Source: an optimization exercise on an open RTL-to-GDS flow (aim: small area and a short achievable clock period). Production flows keep margins and buffers that such runs may drop. RTL that was checked went through simulation tests only; none was proved equivalent to the original. Power and IR drop assume default switching activity.

== P ==
// mul32
module mul32 (
    input  logic        clk,
    input  logic        rst,
    input  logic        in_valid,
    input  logic [31:0] a,
    input  logic [31:0] b,
    output logic        out_valid,
    output logic [31:0] hi,
    output logic [31:0] lo
);
Size: ~130 I/O pins.
Settings: LEC_CHECK=0, CAP_MARGIN=20, CORE_MARGIN=2, CORE_UTILIZATION=45, PLACE_DENSITY=0.6, SETUP_SLACK_MARGIN=2.4, SLEW_MARGIN=20; clock period 5.0 ns.
standard.sh (not shown) runs the stock make flow with config.mk's settings and CLKGATE_MAP_FILE= SYNTH_SCRIPT=/design/flow/synth_recipe.tcl, a recipe that flattens the netlist after the stock synthesis.
==> flow/flow/run.sh <==
#!/bin/bash
# Standard ORFS layout, with one netlist pass between synthesis and floorplan:
# invopt.py removes inverters between full-adder cells (a full adder is
# self-dual, so a cell can take complemented inputs and give complemented
# outputs). nleq.py compares the two netlists on random vectors; if they differ,
# the standard netlist is used unchanged.
set -uo pipefail
R=orfs/results/sky130hd/mul32/base
bash standard.sh synth > synth.log 2>&1 || exit 1
cp $R/1_2_yosys.v $R/1_2_yosys_std.v
if python3 flow/invopt.py $R/1_2_yosys_std.v $R/1_2_yosys_opt.v > invopt.log 2>&1 &&
   python3 flow/nleq.py $R/1_2_yosys_std.v $R/1_2_yosys_opt.v > nleq.log 2>&1 &&
   grep -q "mismatches 0 " nleq.log; then
  cp $R/1_2_yosys_opt.v $R/1_2_yosys.v
  rm -f $R/1_synth.odb $R/1_synth.sdc
  bash standard.sh synth > synth2.log 2>&1 || exit 1
else
  echo "invopt not used" >> invopt.log
fi
bash standard.sh > finish.log 2>&1
Other scripts of this flow, unchanged in this note and not shown: flow/flow/invopt.py, flow/flow/nleq.py
diff inputs: P => Q
# P
export LEC_CHECK = 0
export CAP_MARGIN = 20
export CORE_MARGIN = 2
export CORE_UTILIZATION = 45
export PLACE_DENSITY = 0.6
export SETUP_SLACK_MARGIN = 2.4
export SLEW_MARGIN = 20
create_clock -name core_clock -period 5.0 [get_ports {clk}]
# Q
export LEC_CHECK = 0
export CAP_MARGIN = 20
export CORE_MARGIN = 2
export CORE_UTILIZATION = 45
export CTS_CLUSTER_DIAMETER = 100
export CTS_CLUSTER_SIZE = 20
export PLACE_DENSITY = 0.6
export SETUP_SLACK_MARGIN = 2.3
export SLEW_MARGIN = 60
create_clock -name core_clock -period 5.0 [get_ports {clk}]
-- flow/flow/run.sh --
<<< P, line 18
  echo "invopt not used" >> invopt.log
fi
bash standard.sh > finish.log 2>&1
>>> Q, line 18
  echo "invopt not used" >> invopt.log
fi
# port buffers: a plain buf_2 on every input and output port instead of the
# delay buffer buffer_ports picks by default
export BUFFER_PORTS_ARGS="-buffer_cell sky130_fd_sc_hd__buf_2"
bash standard.sh > finish.log 2>&1
--- outcome ---
From P to Q the numbers moved as follows: sequential share of power saw an increase; post-CTS setup repair buffer count now smaller; net switching share of the total power climbed 1.4 points; share of total power in the clock network saw a decrease. Taking P as the reference, in Q area of the die roughly the same; routed wire length lower. The post-placement cell count of Q and that of P are within noise of each other. Between P and Q, the global-route usage is lower for Q. Between P and Q, met1 track demand over resource in global routing decreased.
Edits applied to the flow inputs when going from Q to R:
# Q
export LEC_CHECK = 0
export CAP_MARGIN = 20
export CORE_MARGIN = 2
export CORE_UTILIZATION = 45
export CTS_CLUSTER_DIAMETER = 100
export CTS_CLUSTER_SIZE = 20
export PLACE_DENSITY = 0.6
export SETUP_SLACK_MARGIN = 2.3
export SLEW_MARGIN = 60
create_clock -name core_clock -period 5.0 [get_ports {clk}]
# R
export LEC_CHECK = 0
export CAP_MARGIN = 20
export CORE_MARGIN = 2
export CORE_UTILIZATION = 45
export CTS_CLUSTER_DIAMETER = 100
export CTS_CLUSTER_SIZE = 26
export PLACE_DENSITY = 0.6
export SETUP_SLACK_MARGIN = 2.4
export SLEW_MARGIN = 60
create_clock -name core_clock -period 5.0 [get_ports {clk}]
Notes after the runs:
On final non-filler cell area, R and Q are neck and neck. On fraction of met1 tracks used by global routing, R and Q are neck and neck. Q has higher area fraction of clock buffers and clock inverters than R. Relative to Q, area used by multi-input combinational logic has increased by 0.71% in R. Taking Q as the reference, in R via count shows an increase of 146, smallest setup slack after layout now larger, number of buffers other than clock buffers in the final layout increased by 3 relative to the old numbers.
The inputs of S differ from those of R as listed below.
# R
export LEC_CHECK = 0
export CAP_MARGIN = 20
export CORE_MARGIN = 2
export CORE_UTILIZATION = 45
export CTS_CLUSTER_DIAMETER = 100
export CTS_CLUSTER_SIZE = 26
export PLACE_DENSITY = 0.6
export SETUP_SLACK_MARGIN = 2.4
export SLEW_MARGIN = 60
create_clock -name core_clock -period 5.0 [get_ports {clk}]
# S
export LEC_CHECK = 0
export CAP_MARGIN = 20
export CORE_MARGIN = 2
export CORE_UTILIZATION = 45
export CTS_CLUSTER_DIAMETER = 100
export CTS_CLUSTER_SIZE = 20
export PLACE_DENSITY = 0.6
export SETUP_SLACK_MARGIN = 2.25
export SLEW_MARGIN = 20
create_clock -name core_clock -period 5.0 [get_ports {clk}]
### Flow results
Going from R to S, met3 track demand over resource in global routing now sits at about the same level, overall power consumption dropped 0.48%. S ended with every stage complete and zero timing, DRC or antenna violations. In S, power share of the clock group is higher than in R. S ended up with r2_s34_116 as its termination of the worst setup path; R ended up with r4_sum63.


== the baseline ==
Another version of the RTL of mul32 (not shown whole).
Size: about 3000 cells after synthesis, about 36000 sq um of cells after synthesis.
Settings: LEC_CHECK=0, CAP_MARGIN=20, CORE_MARGIN=2, CORE_UTILIZATION=45, CTS_BUF_LIST=sky130_fd_sc_hd__clkbuf_4 sky130_fd_sc_hd__clkbuf_8, PLACE_DENSITY=0.6, SETUP_SLACK_MARGIN=2.2, SLEW_MARGIN=20; clock period 5.0 ns.
==> flow/flow/run.sh <==
#!/bin/bash
# Standard ORFS layout, with one netlist pass between synthesis and floorplan:
# invopt.py removes inverters between full-adder cells (a full adder is
# self-dual, so a cell can take complemented inputs and give complemented
# outputs). nleq.py compares the two netlists on random vectors; if they differ,
# the standard netlist is used unchanged.
set -uo pipefail
R=orfs/results/sky130hd/mul32/base
bash standard.sh synth > synth.log 2>&1 || exit 1
cp $R/1_2_yosys.v $R/1_2_yosys_std.v
if python3 flow/invopt.py $R/1_2_yosys_std.v $R/1_2_yosys_opt.v > invopt.log 2>&1 &&
   python3 flow/nleq.py $R/1_2_yosys_std.v $R/1_2_yosys_opt.v > nleq.log 2>&1 &&
   grep -q "mismatches 0 " nleq.log; then
  cp $R/1_2_yosys_opt.v $R/1_2_yosys.v
  rm -f $R/1_synth.odb $R/1_synth.sdc
  bash standard.sh synth > synth2.log 2>&1 || exit 1
else
  echo "invopt not used" >> invopt.log
fi
bash standard.sh > finish.log 2>&1
Other scripts of this flow, unchanged in this note and not shown: flow/flow/invopt.py, flow/flow/nleq.py
The following lists how the candidate was set up differently from the baseline:
# the baseline
export LEC_CHECK = 0
export CAP_MARGIN = 20
export CORE_MARGIN = 2
export CORE_UTILIZATION = 45
export CTS_BUF_LIST = sky130_fd_sc_hd__clkbuf_4 sky130_fd_sc_hd__clkbuf_8
export PLACE_DENSITY = 0.6
export SETUP_SLACK_MARGIN = 2.2
export SLEW_MARGIN = 20
create_clock -name core_clock -period 5.0 [get_ports {clk}]
# the candidate
export LEC_CHECK = 0
export CAP_MARGIN = 20
export CORE_MARGIN = 2
export CORE_UTILIZATION = 45
export CTS_CLUSTER_DIAMETER = 100
export CTS_CLUSTER_SIZE = 20
export PLACE_DENSITY = 0.6
export SETUP_SLACK_MARGIN = 2.25
export SLEW_MARGIN = 60
create_clock -name core_clock -period 5.0 [get_ports {clk}]
diff --git a/flow/flow/run.sh b/flow/flow/run.sh
--- a/flow/flow/run.sh
+++ b/flow/flow/run.sh
@@ -19,2 +19,5 @@
 fi
+# port buffers: a plain buf_2 on every input and output port instead of the
+# delay buffer buffer_ports picks by default
+export BUFFER_PORTS_ARGS="-buffer_cell sky130_fd_sc_hd__buf_2"
 bash standard.sh > finish.log 2>&1
[summary]
- Re max-cap check violation count: no difference whatsoever between the baseline and the candidate.
- Sort the baseline and the candidate by fill cell instance count of the final layout, ascending, and the baseline comes first.
- The candidate reports its critical path launch point as r3_pg_s1_3$_DFF_P_ while the baseline reports r1_bt7$_DFF_P_.
- Compared with the baseline, the candidate shows weighted congestion reported at the end of routability-driven placement that has gone down slightly.
- On the candidate: number of cells on the worst reg-to-reg path is 6 higher than what the baseline gave.
Function was not checked in any run of this note: the RTL went through the layout flow alone.

-- static timing again, ports no longer ideal --
No port has a modelled driver above. Below, the same layouts with a new extraction and two added sets of constraints. Step 1 assumes that a clkbuf_16 drives the clock port and a buf_2 every other input. Step 2 also shifts input and output timing later by t, the mid clock arrival at the registers, as if the neighbouring blocks saw the same clock. Three values: ideal ports, drivers, drivers and shift; two values: the first two.
run	t (ns)	setup WS [ns]	pins driven straight from the clock port
P	0.692	2.343 / 2.343 / 2.343	1
Q	0.669	2.339 / 2.339 / 2.339	1
R	0.652	2.347 / 2.347 / 2.347	1
S	0.656	2.258 / 2.258 / 2.258	1
the baseline	0.803	2.160 / 2.160 / 2.160	1
the candidate	0.668	2.219 / 2.219 / 2.219	1
After both steps setup and hold are still met in every run listed.
